From an optimization exercise on the open Yosys and OpenROAD flow, aimed at small area; shortcuts taken in it are not production practice. At most, simulation tests tie the RTL to the original design; equivalence was not proved. Power and IR drop assume default switching activity.

==> inputs of v34 <==
==> flow/design.v <==
package dataMemPkg;
    localparam int ByteWidth = 8;
    localparam int WordBytes = 4;
    typedef logic [ByteWidth-1:0] byteT;
    typedef logic [ByteWidth*WordBytes-1:0] wordT;
    typedef enum logic
    {
        IDLE,
        ACK
    } wbStateT;
endpackage
`timescale 1ns/1ps
module wbSlaveCtrl
(
    input  logic clk,
    input  logic rst,
    input  logic cyc,
    input  logic stb,
    input  logic we,
    output logic ack,
    output logic commitWrite,
    output logic commitRead
);
    logic request;
    assign request = !rst && !ack && cyc && stb;
    always_ff @(posedge clk)
    begin
        ack <= request;
    end
    assign commitWrite = request && we;
    assign commitRead  = request && !we;
endmodule
`timescale 1ns/1ps
module byteHold
(
    input  logic             rst,
    input  logic             bankWrite,
    input  logic             load,
    input  dataMemPkg::byteT q,
    input  dataMemPkg::byteT d,
    output dataMemPkg::byteT nxt
);
    logic keep;
    assign keep = !(rst || (bankWrite && load));
    assign nxt  = ({8{keep}} & q) | ({8{load}} & d);
endmodule
module rowPick
(
    input  logic       wrap,
    input  logic       nowrap,
    input  logic [7:0] rowDec,
    output logic [7:0] rowSel
);
    assign rowSel = ({8{wrap}} & {rowDec[6:0], rowDec[7]}) | ({8{nowrap}} & rowDec);
endmodule
module byteSel4
(
    input  logic [3:0]       sel,
    input  dataMemPkg::byteT d0,
    input  dataMemPkg::byteT d1,
    input  dataMemPkg::byteT d2,
    input  dataMemPkg::byteT d3,
    output dataMemPkg::byteT y
);
    dataMemPkg::byteT yn012;
    dataMemPkg::byteT yn3;
    byteSelN3 sel012
    (
        .sel (sel[2:0]),
        .d0  (d0),
        .d1  (d1),
        .d2  (d2),
        .yn  (yn012)
    );
    byteNand sel3
    (
        .sel (sel[3]),
        .d   (d3),
        .yn  (yn3)
    );
    assign y = ~(yn012 & yn3);
endmodule
module byteSelN2
(
    input  logic [1:0]       sel,
    input  dataMemPkg::byteT d0,
    input  dataMemPkg::byteT d1,
    output dataMemPkg::byteT yn
);
    assign yn = ~(({8{sel[0]}} & d0) | ({8{sel[1]}} & d1));
endmodule
module byteNand
(
    input  logic             sel,
    input  dataMemPkg::byteT d,
    output dataMemPkg::byteT yn
);
    assign yn = ~({8{sel}} & d);
endmodule
module byteSelN3
(
    input  logic [2:0]       sel,
    input  dataMemPkg::byteT d0,
    input  dataMemPkg::byteT d1,
    input  dataMemPkg::byteT d2,
    output dataMemPkg::byteT yn
);
    assign yn = ~(({8{sel[0]}} & d0) | ({8{sel[1]}} & d1) | ({8{sel[2]}} & d2));
endmodule
module rowDecode
(
    input  logic [2:0] w,
    output logic [7:0] rowDec
);
    for (genvar r = 0; r < 8; r++)
    begin : gRow
        assign rowDec[r] = (w == 3'(r));
    end
endmodule
module byteStore
(
    input  logic             clk,
    input  logic             rst,
    input  logic             commitWrite,
    input  logic [4:0]       adr,
    input  logic             byteAccess,
    input  dataMemPkg::wordT datIn,
    output dataMemPkg::wordT bankOut
);
    logic [1:0] a;
    logic [2:0] w;
    assign a = adr[1:0];
    assign w = adr[4:2];
    logic [7:0] rowDec;
    logic [7:0] rowSel [4];
    logic [3:0] laneSel;
    dataMemPkg::byteT mem [4][8];
    rowDecode dec
    (
        .w      (w),
        .rowDec (rowDec)
    );
    for (genvar k = 0; k < 4; k++)
    begin : gLaneSel
        assign laneSel[k] = (a == 2'(k));
    end
    for (genvar j = 0; j < 4; j++)
    begin : gBank
        if (j == 3)
        begin : gNoWrap
            rowDecode dec
            (
                .w      (w),
                .rowDec (rowSel[j])
            );
        end
        else
        begin : gWrap
            logic wrap;
            logic nowrap;
            assign wrap   = (a > 2'(j));
            assign nowrap = !wrap;
            rowPick pick
            (
                .wrap   (wrap),
                .nowrap (nowrap),
                .rowDec (rowDec),
                .rowSel (rowSel[j])
            );
        end
        logic bankWrite;
        assign bankWrite = commitWrite && (!byteAccess || laneSel[j]);
        logic [3:0] rotSel;
        assign rotSel = {4{bankWrite}} &
            {laneSel[(j + 1) & 3], laneSel[(j + 2) & 3], laneSel[(j + 3) & 3], laneSel[j]};
        dataMemPkg::byteT bankData;
        byteSel4 wrRot
        (
            .sel (rotSel),
            .d0  (datIn[7:0]),
            .d1  (datIn[15:8]),
            .d2  (datIn[23:16]),
            .d3  (datIn[31:24]),
            .y   (bankData)
        );
        for (genvar r = 0; r < 8; r++)
        begin : gCell
            dataMemPkg::byteT nxt;
            byteHold hold
            (
                .rst       (rst),
                .bankWrite (bankWrite),
                .load      (rowSel[j][r]),
                .q         (mem[j][r]),
                .d         (bankData),
                .nxt       (nxt)
            );
            always_ff @(posedge clk)
            begin
                mem[j][r] <= nxt;
            end
        end
        dataMemPkg::byteT rdN0;
        dataMemPkg::byteT rdN1;
        dataMemPkg::byteT rdN2;
        byteSelN3 rd0
        (
            .sel (rowSel[j][2:0]),
            .d0  (mem[j][0]),
            .d1  (mem[j][1]),
            .d2  (mem[j][2]),
            .yn  (rdN0)
        );
        byteSelN3 rd1
        (
            .sel (rowSel[j][5:3]),
            .d0  (mem[j][3]),
            .d1  (mem[j][4]),
            .d2  (mem[j][5]),
            .yn  (rdN1)
        );
        byteSelN2 rd2
        (
            .sel (rowSel[j][7:6]),
            .d0  (mem[j][6]),
            .d1  (mem[j][7]),
            .yn  (rdN2)
        );
        assign bankOut[j*8 +: 8] = ~(rdN0 & rdN1 & rdN2);
    end
endmodule
`timescale 1ns/1ps
module laneNext
(
    input  logic             keep,
    input  logic [3:0]       sel,
    input  dataMemPkg::byteT q,
    input  dataMemPkg::wordT banks,
    output dataMemPkg::byteT nxt
);
    assign nxt = ({8{keep}} & q) |
                 ({8{sel[0]}} & banks[7:0])   | ({8{sel[1]}} & banks[15:8]) |
                 ({8{sel[2]}} & banks[23:16]) | ({8{sel[3]}} & banks[31:24]);
endmodule
module readAligner
(
    input  logic             clk,
    input  logic             rst,
    input  logic             commitRead,
    input  logic             byteAccess,
    input  logic [1:0]       a,
    input  dataMemPkg::wordT bankOut,
    output dataMemPkg::wordT datOut
);
    logic keep;
    logic [3:0] bankSel;
    assign keep = !(rst || commitRead);
    for (genvar k = 0; k < 4; k++)
    begin : gBankSel
        assign bankSel[k] = (a == 2'(k));
    end
    for (genvar b = 0; b < 4; b++)
    begin : gLane
        logic laneOn;
        if (b == 0)
        begin : gLow
            assign laneOn = commitRead;
        end
        else
        begin : gHigh
            assign laneOn = commitRead && !byteAccess;
        end
        logic [3:0] sel;
        for (genvar j = 0; j < 4; j++)
        begin : gSel
            assign sel[j] = laneOn && bankSel[(j - b) & 3];
        end
        dataMemPkg::byteT nxt;
        laneNext next
        (
            .keep  (keep),
            .sel   (sel),
            .q     (datOut[b*8 +: 8]),
            .banks (bankOut),
            .nxt   (nxt)
        );
        always_ff @(posedge clk)
        begin
            datOut[b*8 +: 8] <= nxt;
        end
    end
endmodule
`timescale 1ns/1ps
module dataMemory
#(
    parameter int AddrWidth = 5
)
(
    input  logic                 clk,
    input  logic                 rst,
    input  logic                 cyc,
    input  logic                 stb,
    input  logic                 we,
    input  logic [AddrWidth-1:0] adr,
    input  logic                 byteAccess,
    input  dataMemPkg::wordT     datIn,
    output dataMemPkg::wordT     datOut,
    output logic                 ack
);
    logic commitWrite;
    logic commitRead;
    dataMemPkg::wordT bankOut;
    wbSlaveCtrl busCtrl
    (
        .clk         (clk),
        .rst         (rst),
        .cyc         (cyc),
        .stb         (stb),
        .we          (we),
        .ack         (ack),
        .commitWrite (commitWrite),
        .commitRead  (commitRead)
    );
    byteStore store
    (
        .clk         (clk),
        .rst         (rst),
        .commitWrite (commitWrite),
        .adr         (adr),
        .byteAccess  (byteAccess),
        .datIn       (datIn),
        .bankOut     (bankOut)
    );
    readAligner aligner
    (
        .clk         (clk),
        .rst         (rst),
        .commitRead  (commitRead),
        .byteAccess  (byteAccess),
        .a           (adr[1:0]),
        .bankOut     (bankOut),
        .datOut      (datOut)
    );
endmodule
==> flow/flow/run.sh <==
#!/bin/bash
# Standard layout with: synthesis buffers removed and cells set to their smallest drive
# after floorplan (repair_design re-buffers and resizes where needed), the smallest port
# buffers, and a coarser clock tree without dummy loads.
set -euo pipefail
here=$(pwd)
export POST_FLOORPLAN_TCL="$here/flow/post_floorplan.tcl"
export BUFFER_PORTS_ARGS="-buffer_cell sky130_fd_sc_hd__buf_1"
export CTS_ARGS="-sink_clustering_enable -repair_clock_nets -dont_use_dummy_load -sink_clustering_size 9 -sink_clustering_max_diameter 300 -buf_list sky130_fd_sc_hd__clkbuf_4"
bash standard.sh > standard.log 2>&1
==> flow/flow/post_floorplan.tcl <==
# Remove the buffers synthesis inserted and take every combinational cell down to its
# smallest drive strength; placement's repair_design adds back what slew and load need.
remove_buffers
set n 0
foreach inst [get_cells *] {
  set m [get_property $inst ref_name]
  if {[regexp {^(sky130_fd_sc_hd__[a-z0-9]+)_([0-9]+)$} $m -> base drive]} {
    if {$drive == 1 || [string match "*df*" $base] || [string match "*conb*" $base]} { continue }
    foreach d {1 0} {
      set cand [get_lib_cells -quiet */${base}_$d]
      if {[llength $cand] > 0} {
        replace_cell $inst [lindex $cand 0]
        incr n
        break
      }
    }
  }
}
puts "post_floorplan: resized $n cells to their smallest drive"
==> flow/standard.sh <==
#!/bin/bash
# synth_recipe.tcl (not shown) runs the flow's synth.tcl, then flattens the netlist and writes it again
# the make line also repeats each setting of config.mk as NAME=value (left out here)
make -C /OpenROAD-flow-scripts/flow DESIGN_CONFIG=/design/flow/config.mk WORK_HOME=/design/flow/orfs CLKGATE_MAP_FILE= SYNTH_SCRIPT=/design/flow/synth_recipe.tcl "${@:-finish}"
==> flow/config.mk <==
export PLATFORM = sky130hd
export DESIGN_NAME = dataMemory
export DESIGN_NICKNAME = dataMemory
export VERILOG_FILES = /design/flow/design.v
export SDC_FILE = /design/flow/constraint.sdc
export NUM_CORES = 4
export LEC_CHECK = 0
export CAP_MARGIN = 20
export CORE_MARGIN = 2
export CORE_UTILIZATION = 50
export GPL_TIMING_DRIVEN = 0
export PLACE_DENSITY = 0.65
export SLEW_MARGIN = 20
export SYNTH_HIERARCHICAL = 1
==> flow/constraint.sdc <==
create_clock -name core_clock -period 8.0 [get_ports {clk}]
set_input_delay 1.6000 -clock core_clock [delete_from_list [all_inputs] [get_ports {clk}]]
set_output_delay 1.6000 -clock core_clock [all_outputs]
set_load 0.01 [all_outputs]
==> v20: changes against v34 <==
--- a/flow/design.v
+++ b/flow/design.v
@@ -108,14 +108,4 @@
     assign yn = ~(({8{sel[0]}} & d0) | ({8{sel[1]}} & d1) | ({8{sel[2]}} & d2));
 endmodule
-module rowDecode
-(
-    input  logic [2:0] w,
-    output logic [7:0] rowDec
-);
-    for (genvar r = 0; r < 8; r++)
-    begin : gRow
-        assign rowDec[r] = (w == 3'(r));
-    end
-endmodule
 module byteStore
 (
@@ -136,9 +126,8 @@
     logic [3:0] laneSel;
     dataMemPkg::byteT mem [4][8];
-    rowDecode dec
-    (
-        .w      (w),
-        .rowDec (rowDec)
-    );
+    for (genvar r = 0; r < 8; r++)
+    begin : gRowDec
+        assign rowDec[r] = (w == 3'(r));
+    end
     for (genvar k = 0; k < 4; k++)
     begin : gLaneSel
@@ -149,9 +138,5 @@
         if (j == 3)
         begin : gNoWrap
-            rowDecode dec
-            (
-                .w      (w),
-                .rowDec (rowSel[j])
-            );
+            assign rowSel[j] = rowDec;
         end
         else
--- a/flow/flow/run.sh
+++ b/flow/flow/run.sh
@@ -7,4 +7,4 @@
 export POST_FLOORPLAN_TCL="$here/flow/post_floorplan.tcl"
 export BUFFER_PORTS_ARGS="-buffer_cell sky130_fd_sc_hd__buf_1"
-export CTS_ARGS="-sink_clustering_enable -repair_clock_nets -dont_use_dummy_load -sink_clustering_size 9 -sink_clustering_max_diameter 300 -buf_list sky130_fd_sc_hd__clkbuf_4"
+export CTS_ARGS="-sink_clustering_enable -repair_clock_nets -dont_use_dummy_load -sink_clustering_size 16 -sink_clustering_max_diameter 300 -buf_list sky130_fd_sc_hd__clkbuf_8"
 bash standard.sh > standard.log 2>&1
==> comparison <==
- Flip-flop and latch count is the same in v34 and v20.
- Worst hold slack is about the same in v20 and v34.
- Sequential power is about the same in v34 and v20.
- Of v34 and v20, v20 has the higher register-to-register slack (gap 0.05 ns).
- In critical path depth, v34 and v20 do not differ.
- Count of clock-buffer cells in the layout: v20 is lower than v34 (16).
- Between v34 and v20, the lower clock skew is in v20 (gap 0.0052 ns).
- Utilization is about the same in v20 and v34.
- Between v20 and v34, the lower synthesized cell count is in v20 (gap 0.65%, measured against v34).
For v34, only the layout was checked, not whether the RTL still works.

separate check: timing with driven ports:
The flow's constraints put no driver on any port. The routed layouts listed below were extracted and timed again, unchanged, in two steps. Step 1 sets driving cells, clkbuf_16 on the clock port and buf_2 on the other inputs (assumed; they add their load-dependent delay and slew). Step 2 moves the port delays by t, midway between the first and last clock arrival at a register: inputs arrive t later, outputs are due t later. That takes back most of the time a late clock gives input paths. Slacks: ideal / step 1 / step 2; pairs: ideal / step 1.
| run | t, ns | setup slack, ns | slew at the worst register clock pin (ns) |
|---|---|---|---|
| v34 | 0.654 | 3.850 / 3.831 / 3.177 | 0.11 / 0.11 |
| v20 | 0.564 | 3.677 / 3.694 / 3.131 | 0.11 / 0.11 |
After both steps setup and hold are still met in every run listed. The setup slack of v34, which loses most, moves by -0.019 ns with the drivers and by -0.673 ns with both steps.
